This design comes from an exercise in tuning for small area, a short achievable clock period and few clock cycles per item on the open sky130 flow, not from production work. In this exercise RTL edits were held to simulation tests only and were not proved equivalent to the original.

## flow/constraint.sdc

```tcl
create_clock -name core_clock -period 17.0 [get_ports {clk}]
set_input_delay 3.4000 -clock core_clock [delete_from_list [all_inputs] [get_ports {clk}]]
set_output_delay 3.4000 -clock core_clock [all_outputs]
set_load 0.01 [all_outputs]
```

## flow/run.sh

```bash
#!/bin/bash
# synth_recipe.tcl (not shown) runs the flow's synth.tcl, then flattens the netlist and writes it again
# the make line also repeats each setting of config.mk as NAME=value (left out here)
make -C /OpenROAD-flow-scripts/flow DESIGN_CONFIG=/design/flow/config.mk WORK_HOME=/design/flow/orfs CLKGATE_MAP_FILE= SYNTH_SCRIPT=/design/flow/synth_recipe.tcl finish
```

## flow/config.mk

```make
export PLATFORM = sky130hd
export DESIGN_NAME = anffl_tex_etc1_encoder
export DESIGN_NICKNAME = anffl_tex_etc1_encoder
export VERILOG_FILES = /design/flow/design.v
export SDC_FILE = /design/flow/constraint.sdc
export NUM_CORES = 4
export LEC_CHECK = 0
export CAP_MARGIN = 20
export CORE_MARGIN = 2
export CORE_UTILIZATION = 40
export SLEW_MARGIN = 20
```

## flow/design.v

```verilog
package anffl_tex_pkg;
  localparam logic [2:0] ST_LOAD   = 3'd0;
  localparam logic [2:0] ST_AVG    = 3'd1;
  localparam logic [2:0] ST_SEARCH = 3'd2;
  localparam logic [2:0] ST_INDEX  = 3'd3;
  localparam logic [2:0] ST_OUT    = 3'd4;
  localparam int ERR_W = 13;
  localparam int OFS_R    = 0;
  localparam int OFS_B    = 8;
  localparam int OFS_G    = 16;
  localparam int OFS_FLIP = 24;
  localparam int OFS_DIFF = 25;
  localparam int OFS_CW1  = 26;
  localparam int OFS_CW0  = 29;
  localparam int OFS_IDX  = 32;
  function automatic logic [7:0] etc1_mod(
    input logic [2:0] t, input logic mag);
    logic [7:0] m;
    case (t)
      3'd0:    m = mag ? 8'd8   : 8'd2;
      3'd1:    m = mag ? 8'd17  : 8'd5;
      3'd2:    m = mag ? 8'd29  : 8'd9;
      3'd3:    m = mag ? 8'd42  : 8'd13;
      3'd4:    m = mag ? 8'd60  : 8'd18;
      3'd5:    m = mag ? 8'd80  : 8'd24;
      3'd6:    m = mag ? 8'd106 : 8'd33;
      default: m = mag ? 8'd183 : 8'd47;
    endcase
    etc1_mod = m;
  endfunction
  function automatic logic [3:0] q4(input logic [10:0] sum);
    logic [11:0] v;
    v = 12'(sum[10:3]) * 12'd15 + 12'd128;
    q4 = v[11:8];
  endfunction
  function automatic logic [9:0] chan_err(
    input logic [7:0] b, input logic [7:0] px,
    input logic [2:0] t, input logic [1:0] c);
    logic signed [9:0] m, r, d;
    m = $signed({2'b00, etc1_mod(t, c[0])});
    r = c[1] ? $signed({2'b00, b}) - m
             : $signed({2'b00, b}) + m;
    if (r < 10'sd0) r = 10'sd0;
    else if (r > 10'sd255) r = 10'sd255;
    d = r - $signed({2'b00, px});
    chan_err = d[9] ? 10'(-d) : 10'(d);
  endfunction
  function automatic logic [9:0] cand_err(
    input logic [23:0] b, input logic [23:0] px,
    input logic [2:0] t, input logic [1:0] c);
    cand_err = chan_err(b[23:16], px[23:16], t, c)
         + chan_err(b[15:8], px[15:8], t, c)
         + chan_err(b[7:0], px[7:0], t, c);
  endfunction
endpackage
module anffl_tex_etc1_texel_err
(
  input  logic [23:0] base_i,
  input  logic [23:0] texel_i,
  input  logic [2:0]  tbl_i,
  output logic [1:0]  code_o,
  output logic [9:0]  err_o
);
  logic [9:0] e0, e1, e2, e3;
  assign e0 = anffl_tex_pkg::cand_err(base_i, texel_i, tbl_i, 2'd0);
  assign e1 = anffl_tex_pkg::cand_err(base_i, texel_i, tbl_i, 2'd1);
  assign e2 = anffl_tex_pkg::cand_err(base_i, texel_i, tbl_i, 2'd2);
  assign e3 = anffl_tex_pkg::cand_err(base_i, texel_i, tbl_i, 2'd3);
  always_comb begin
    code_o = 2'd0;
    err_o  = e0;
    if (e1 < err_o) begin
      code_o = 2'd1;
      err_o  = e1;
    end
    if (e2 < err_o) begin
      code_o = 2'd2;
      err_o  = e2;
    end
    if (e3 < err_o) begin
      code_o = 2'd3;
      err_o  = e3;
    end
  end
endmodule
module anffl_tex_etc1_encoder
(
  input  logic        clk,
  input  logic        rst_n,
  input  logic        in_valid,
  output logic        in_ready,
  input  logic [23:0] in_texel,
  output logic        out_valid,
  input  logic        out_ready,
  output logic [63:0] out_block,
  output logic        busy
);
  logic [2:0]       state_q, state_d;
  logic [3:0]       cnt_q;
  logic [23:0]      tex_q [16];
  logic [10:0]      sum_q [2][3];
  logic [23:0]      base_q [2];
  logic [2:0]       t_q, k_q;
  logic [anffl_tex_pkg::ERR_W-1:0] acc_q [2];
  logic [anffl_tex_pkg::ERR_W-1:0] acc_d [2];
  logic [anffl_tex_pkg::ERR_W-1:0] best_q [2];
  logic [2:0]       bt_q [2];
  logic             ov_q;
  logic [63:0]      blk_q;
  logic [1:0]       code [2];
  logic [9:0]       err [2];
  logic [3:0]       pos [2];
  logic             acc_in;
  assign in_ready  = (state_q == anffl_tex_pkg::ST_LOAD);
  assign busy      = (state_q != anffl_tex_pkg::ST_LOAD);
  assign out_valid = ov_q;
  assign out_block = blk_q;
  assign acc_in        = in_valid & in_ready;
  for (genvar s = 0; s < 2; s++) begin : g_sb
    localparam logic SB = 1'(s);
    anffl_tex_etc1_texel_err u_err (
      .base_i (base_q[s]),
      .texel_i(tex_q[{k_q[2:1], SB, k_q[0]}]),
      .tbl_i  ((state_q == anffl_tex_pkg::ST_INDEX) ? bt_q[s] : t_q),
      .code_o (code[s]),
      .err_o  (err[s])
    );
    assign pos[s]   = {k_q[2:1], ~SB, ~k_q[0]};
    assign acc_d[s] = acc_q[s] + anffl_tex_pkg::ERR_W'(err[s]);
  end
  always_comb begin
    state_d = state_q;
    unique case (state_q)
      anffl_tex_pkg::ST_LOAD:
        if (acc_in && cnt_q == 4'd15) state_d = anffl_tex_pkg::ST_AVG;
      anffl_tex_pkg::ST_AVG:
        state_d = anffl_tex_pkg::ST_SEARCH;
      anffl_tex_pkg::ST_SEARCH:
        if (t_q == 3'd7 && k_q == 3'd7) state_d = anffl_tex_pkg::ST_INDEX;
      anffl_tex_pkg::ST_INDEX:
        if (k_q == 3'd7) state_d = anffl_tex_pkg::ST_OUT;
      anffl_tex_pkg::ST_OUT:
        if (ov_q && out_ready) state_d = anffl_tex_pkg::ST_LOAD;
      default:
        state_d = anffl_tex_pkg::ST_LOAD;
    endcase
  end
  always_ff @(posedge clk or negedge rst_n) begin
    if (!rst_n) begin
      state_q <= anffl_tex_pkg::ST_LOAD;
      cnt_q   <= '0;
      t_q     <= '0;
      k_q     <= '0;
      ov_q    <= 1'b0;
      blk_q   <= '0;
      for (int i = 0; i < 16; i++) tex_q[i] <= '0;
      for (int s = 0; s < 2; s++) begin
        base_q[s] <= '0;
        acc_q[s]  <= '0;
        best_q[s] <= '1;
        bt_q[s]   <= '0;
        for (int c = 0; c < 3; c++) sum_q[s][c] <= '0;
      end
    end else begin
      state_q <= state_d;
      ov_q    <= (state_q == anffl_tex_pkg::ST_OUT) && !(ov_q && out_ready);
      case (state_q)
        anffl_tex_pkg::ST_LOAD: if (acc_in) begin
          tex_q[cnt_q] <= in_texel;
          cnt_q <= cnt_q + 4'd1;
          for (int c = 0; c < 3; c++)
            sum_q[cnt_q[1]][c] <= sum_q[cnt_q[1]][c]
                                + 11'(in_texel[8*c +: 8]);
        end
        anffl_tex_pkg::ST_AVG: begin
          for (int s = 0; s < 2; s++) begin
            for (int c = 0; c < 3; c++) begin
              base_q[s][8*c +: 8] <= {2{anffl_tex_pkg::q4(sum_q[s][c])}};
              sum_q[s][c] <= '0;
            end
            acc_q[s]  <= '0;
            best_q[s] <= '1;
            bt_q[s]   <= '0;
          end
          t_q <= '0;
          k_q <= '0;
          blk_q[anffl_tex_pkg::OFS_R +: 8] <= {anffl_tex_pkg::q4(sum_q[0][2]), anffl_tex_pkg::q4(sum_q[1][2])};
          blk_q[anffl_tex_pkg::OFS_G +: 8] <= {anffl_tex_pkg::q4(sum_q[0][1]), anffl_tex_pkg::q4(sum_q[1][1])};
          blk_q[anffl_tex_pkg::OFS_B +: 8] <= {anffl_tex_pkg::q4(sum_q[0][0]), anffl_tex_pkg::q4(sum_q[1][0])};
          blk_q[anffl_tex_pkg::OFS_DIFF]   <= 1'b0;
          blk_q[anffl_tex_pkg::OFS_FLIP]   <= 1'b0;
        end
        anffl_tex_pkg::ST_SEARCH: begin
          for (int s = 0; s < 2; s++) begin
            if (k_q == 3'd7) begin
              acc_q[s] <= '0;
              if (acc_d[s] < best_q[s]) begin
                best_q[s] <= acc_d[s];
                bt_q[s]   <= t_q;
              end
            end else begin
              acc_q[s] <= acc_d[s];
            end
          end
          k_q <= k_q + 3'd1;
          if (k_q == 3'd7) t_q <= t_q + 3'd1;
        end
        anffl_tex_pkg::ST_INDEX: begin
          for (int s = 0; s < 2; s++)
            blk_q[anffl_tex_pkg::OFS_IDX + int'({pos[s], 1'b0}) +: 2] <= code[s];
          blk_q[anffl_tex_pkg::OFS_CW0 +: 3] <= bt_q[0];
          blk_q[anffl_tex_pkg::OFS_CW1 +: 3] <= bt_q[1];
          k_q <= k_q + 3'd1;
        end
        default: ;
      endcase
    end
  end
endmodule
```

==> run summary <==
cells in the final DEF (no fill, tap or decap), types with 15 or more instances in the layout:
master / instances
a211oi_1: 18
a21o_1: 210
a21oi_1: 357
a21oi_2: 28
a221oi_1: 29
a22o_1: 61
a22oi_1: 120
a31oi_1: 22
and2_1: 45
buf_4: 227
clkbuf_16: 73
clkdlybuf4s50_1: 93
dfrtp_1: 583
dfstp_2: 26
fa_1: 200
ha_1: 731
inv_1: 368
mux2_2: 462
mux2i_1: 31
nand2_1: 461
nand2_2: 16
nand2b_1: 104
nand3_1: 66
nand4_1: 23
nor2_1: 498
nor2b_1: 72
nor3_1: 68
o211ai_1: 27
o21a_1: 23
o21ai_0: 223
o21ai_1: 32
o21bai_1: 98
o31ai_1: 15
or2_2: 63
or3_1: 50
xnor2_1: 290
xor2_1: 188
per-stage QoR:
step	setup TNS [ns]	utilization	hold slack, ns
2_1_floorplan	0	-	0.4348
3_3_place_gp	0	0.4318	0.4476
3_5_place_dp	-2.265	0.4319	0.4578
4_1_cts	0	0.4492	0.4710
5_1_grt	-0.2959	0.4550	0.4992
6_report	0	0.4550	0.4665
layout make-up:
type / count / area, um2 / share of cell area
multi-input combinational: 4851 / 39890 / 0.6207
tap: 1890 / 2365 / 0.03680
clock buffer: 99 / 2043 / 0.03179
clock inverter: 27 / 376.6 / 0.005860
antenna: 1 / 2.502 / 0.00003894
timing repair buffer: 335 / 2892 / 0.04499
inverter: 372 / 1396 / 0.02173
sequential: 610 / 15300 / 0.2381
repair_timing:
item                       CTS  global route
pin swaps                    0            50
gates cloned                 0             3
setup endpoints to repair   26            36
gates resized for setup     10           163
setup buffers                0            34
per-layer routing:
| layer | GRT usage | vias up | wire length, um |
|---|---|---|---|
| met1 | 0.3291 | 22340 | 81070 |
| li1 | - | 21430 | - |
| met2 | 0.3891 | 1065 | 80160 |
| met4 | 0.08469 | 2 | 6767 |
| met5 | 0 | - | 11 |
| met3 | 0.02994 | 265 | 8558 |
path summary, 6_finish.rpt:
check | from | to | slack, ns | depth (start not counted)
max in group asynchronous | rst_n | tex_q[9][19] | 11.73 | 3
max reg2reg | state_q[2] | best_q[1][4] | 0.86 | 84
max | state_q[2] | best_q[1][4] | 0.86 | 84
min reg2reg | sum_q[2][1] | sum_q[2][1] | 0.47 | 2
min | sum_q[2][1] | sum_q[2][1] | 0.47 | 2
min in group asynchronous | rst_n | sum_q[1][7] | 2.83 | 1
critical path: cells and delay by family, from the launching register on:
| family | cells | cell delay [ns] |
|---|---|---|
| AOI/OAI and AO/OA | 38 | 6.84 |
| and+or+nand+nor | 21 | 3.47 |
| adders and majority gates | 10 | 3.00 |
| buffers and inverters | 8 | 1.05 |
| muxes | 4 | 0.90 |
| xor gates and xnor gates | 3 | 0.45 |
| DFF | 1 | 0.36 |
flip-flops by register name, indices dropped and copies added (netlist names):
name     flops
ov_q         1
acc_q       26
base_q      24
t_q          3
state_q      3
best_q      26
cnt_q        4
bt_q         6
k_q          3
sum_q       66
tex_q      384
blk_q       64
cell families after synthesis:
group,count (synthesis)
buffers and inverters,576
adders and majority gates,949
DFF,610
and+or+nand+nor,1542
muxes,497
AOI/OAI and AO/OA,1372
xor gates and xnor gates,490
==> impl_summary.log <==
[metrics] width of the die: 380.6 um
[metrics] first-iteration detailed-routing DRC count: 3,326
[metrics] Vias: 45.10k
[metrics] synthesized-area fraction occupied by xor and xnor cells: 0.07577
[metrics] die height: roughly 380 um
[metrics] post-synthesis sequential area ratio: 0.2696
[metrics] Clock H-tree levels: 3
[metrics] biggest area contributors in the synthesized netlist: dfrtp_1 (26%), ha_1 (16%), mux2_2 (9.2%)
[metrics] Critical Path Start Type: flip-flop
[metrics] Data arrival, critical path: between 15 and 20 ns
[metrics] clock slew at reported path FFs: 0.06 ns
[metrics] combinational family with the most area after synthesis: adder cells
[metrics] Area growth syn-to-layout: 13.26%
[metrics] IO Pins: 95
[metrics] total number of clock tree sinks: slightly above 600
[metrics] unique cell type count in the Yosys netlist: 84
[metrics] final RePlAce weighted congestion: 0.9730
[metrics] run status: complete, no violations
[metrics] mapped cell area: about 0.057 mm2
[metrics] global-route wire length before repair: ~270,000 um
[metrics] share of synthesized area spent on multiplexers: 0.09795
[metrics] post-route insts no fill: 8,185
[metrics] final number of max-transition violations: 0
[metrics] critical path type: flip-flop to flip-flop
[metrics] maximum root-to-sink buffer count: 3
[metrics] Layout Nets: roughly 7.2k
[metrics] number of instances in the placed design: 8,021
[metrics] count of antenna-violating nets left after detailed routing: 0
[metrics] Net Count, Synth: between 7k and 8k
[metrics] detailed-placement wirelength estimate: between 100,000 and 150,000 um
[metrics] Slew headroom: 0.2540
[metrics] Worst Slack Setup Final: 0.8583 ns
[metrics] instance count of the mapped netlist: a little over 6k
[metrics] clock latency on the worst-skew pair: around 0.65 ns
[metrics] Top FF cell, synth: dfrtp_1
[metrics] GRT Overall Usage: 0.2400
[metrics] most frequent cells after synthesis: ha_1 (742), dfrtp_1 (584), nor2_1 (508), nand2_1 (476), mux2_2 (462)
[metrics] worst stage delay on the critical path: between 0.5 and 0.6 ns
[metrics] post-route DRC violation count: 0
[metrics] class of the tightest hold or removal check: flip-flop to flip-flop
[metrics] hold_buf cts: 0
[metrics] count of flip-flops with a built-in enable after synthesis: 0
[metrics] library cell contributing the largest single delay on the critical path: fa_1
[metrics] initial antenna violation count: 9
[metrics] Max Cap Viol: 0
[metrics] clock tree root buffer cell: clkbuf_16
[metrics] top cell type's share of synthesized area: 0.2576
[metrics] largest driver fanout on the critical path: 6
[metrics] area of placed instances: just over 0.06 mm2
[metrics] final setup violating endpoints: 0
[metrics] area leader, netlist: dfrtp_1
[metrics] actual transition at the worst max-transition pin: 1.107 ns
[metrics] clock skew after layout: approximately 0.047 ns
[metrics] fraction of layout instances using a drive strength above 1: 0.1710
[metrics] fill cell count: 13.58k
[metrics] aggregate routed wire length: about 180,000 um
[metrics] Compound-Gate Fraction of Synth Area: 0.1573
[metrics] critical path endpoint category: flip-flop
[metrics] total congestion overflow after global routing: 0
[metrics] finished layout cell area: about 0.064 mm2
[metrics] adder-cell share of the synthesized area: 0.2364
[metrics] number of buffers added on ports: 94
[metrics] required time of the critical path: approximately 18 ns
[metrics] number of buffers inserted during clock tree synthesis: 71
[metrics] yosys synthesis warning count: 20
[metrics] overall die area: around 0.14 mm2
[metrics] floorplan core area: between 0.1 and 0.15 mm2
[metrics] CTS tree: built
[metrics] Async S/R FF share, synth: 1.000
[metrics] basic-gate share of the synthesized area counting and, or, nand and nor cells: 0.1245
[metrics] number of core rows: 138
[metrics] most common cell in the netlist: ha_1
[metrics] final critical delay including setup and external delays: between 15 and 20 ns
[metrics] post-synthesis register bit count: 610
[metrics] number of global-route vias before repair: between 40k and 50k
[metrics] Synth Area per Inst: about 9.4 um2
[metrics] effective utilization at floorplan: 0.4017
[metrics] maximum clock rate: 61.95 MHz
[metrics] vias per std cell: between 5 and 6
[metrics] Tcrit/Tclk final: 0.9495
[metrics] number of hold-slack violations in the final timing report: 0
[metrics] Crit path top cell by count: a21o_1
[metrics] largest net degree at the start of global routing: approximately 160
[metrics] average wire per cell in the routed design: ~22 um
[metrics] pre-CTS setup slack: -0.2046 ns
[metrics] 1st-pass router iterations: 6
Testbench counts, summed over its fixed seeds: cycles 34,944, blocks 384.

## static timing again, ports no longer ideal
In the flow no input, the clock included, has a driving cell. The finished layout below was timed again as built, in two steps.
Step 1 (the two cells are an assumption about what drives the block):
set clk [get_ports {clk}]
set_driving_cell -lib_cell sky130_fd_sc_hd__clkbuf_16 $clk
set_driving_cell -lib_cell sky130_fd_sc_hd__buf_2 [delete_from_list [all_inputs] $clk]
Step 2, shift: input delay + t, output delay - t, t = (earliest + latest rising clock arrival at the registers) / 2. This alone moves slack from input paths to output paths.
Three values: no drivers, after step 1, after step 2; two values: the first two.
t, ns: 0.697
slack for setup (ns): 0.858 / 0.858 / 0.858
worst setup path at the end: register to register
worst slew at a driven data input, ns: 0.05
pins driven straight from the clock port: 1
After both steps setup and hold are still met in this run. For this run, drivers alone change the setup slack by 0.000 ns; drivers and shift together by 0.000 ns.
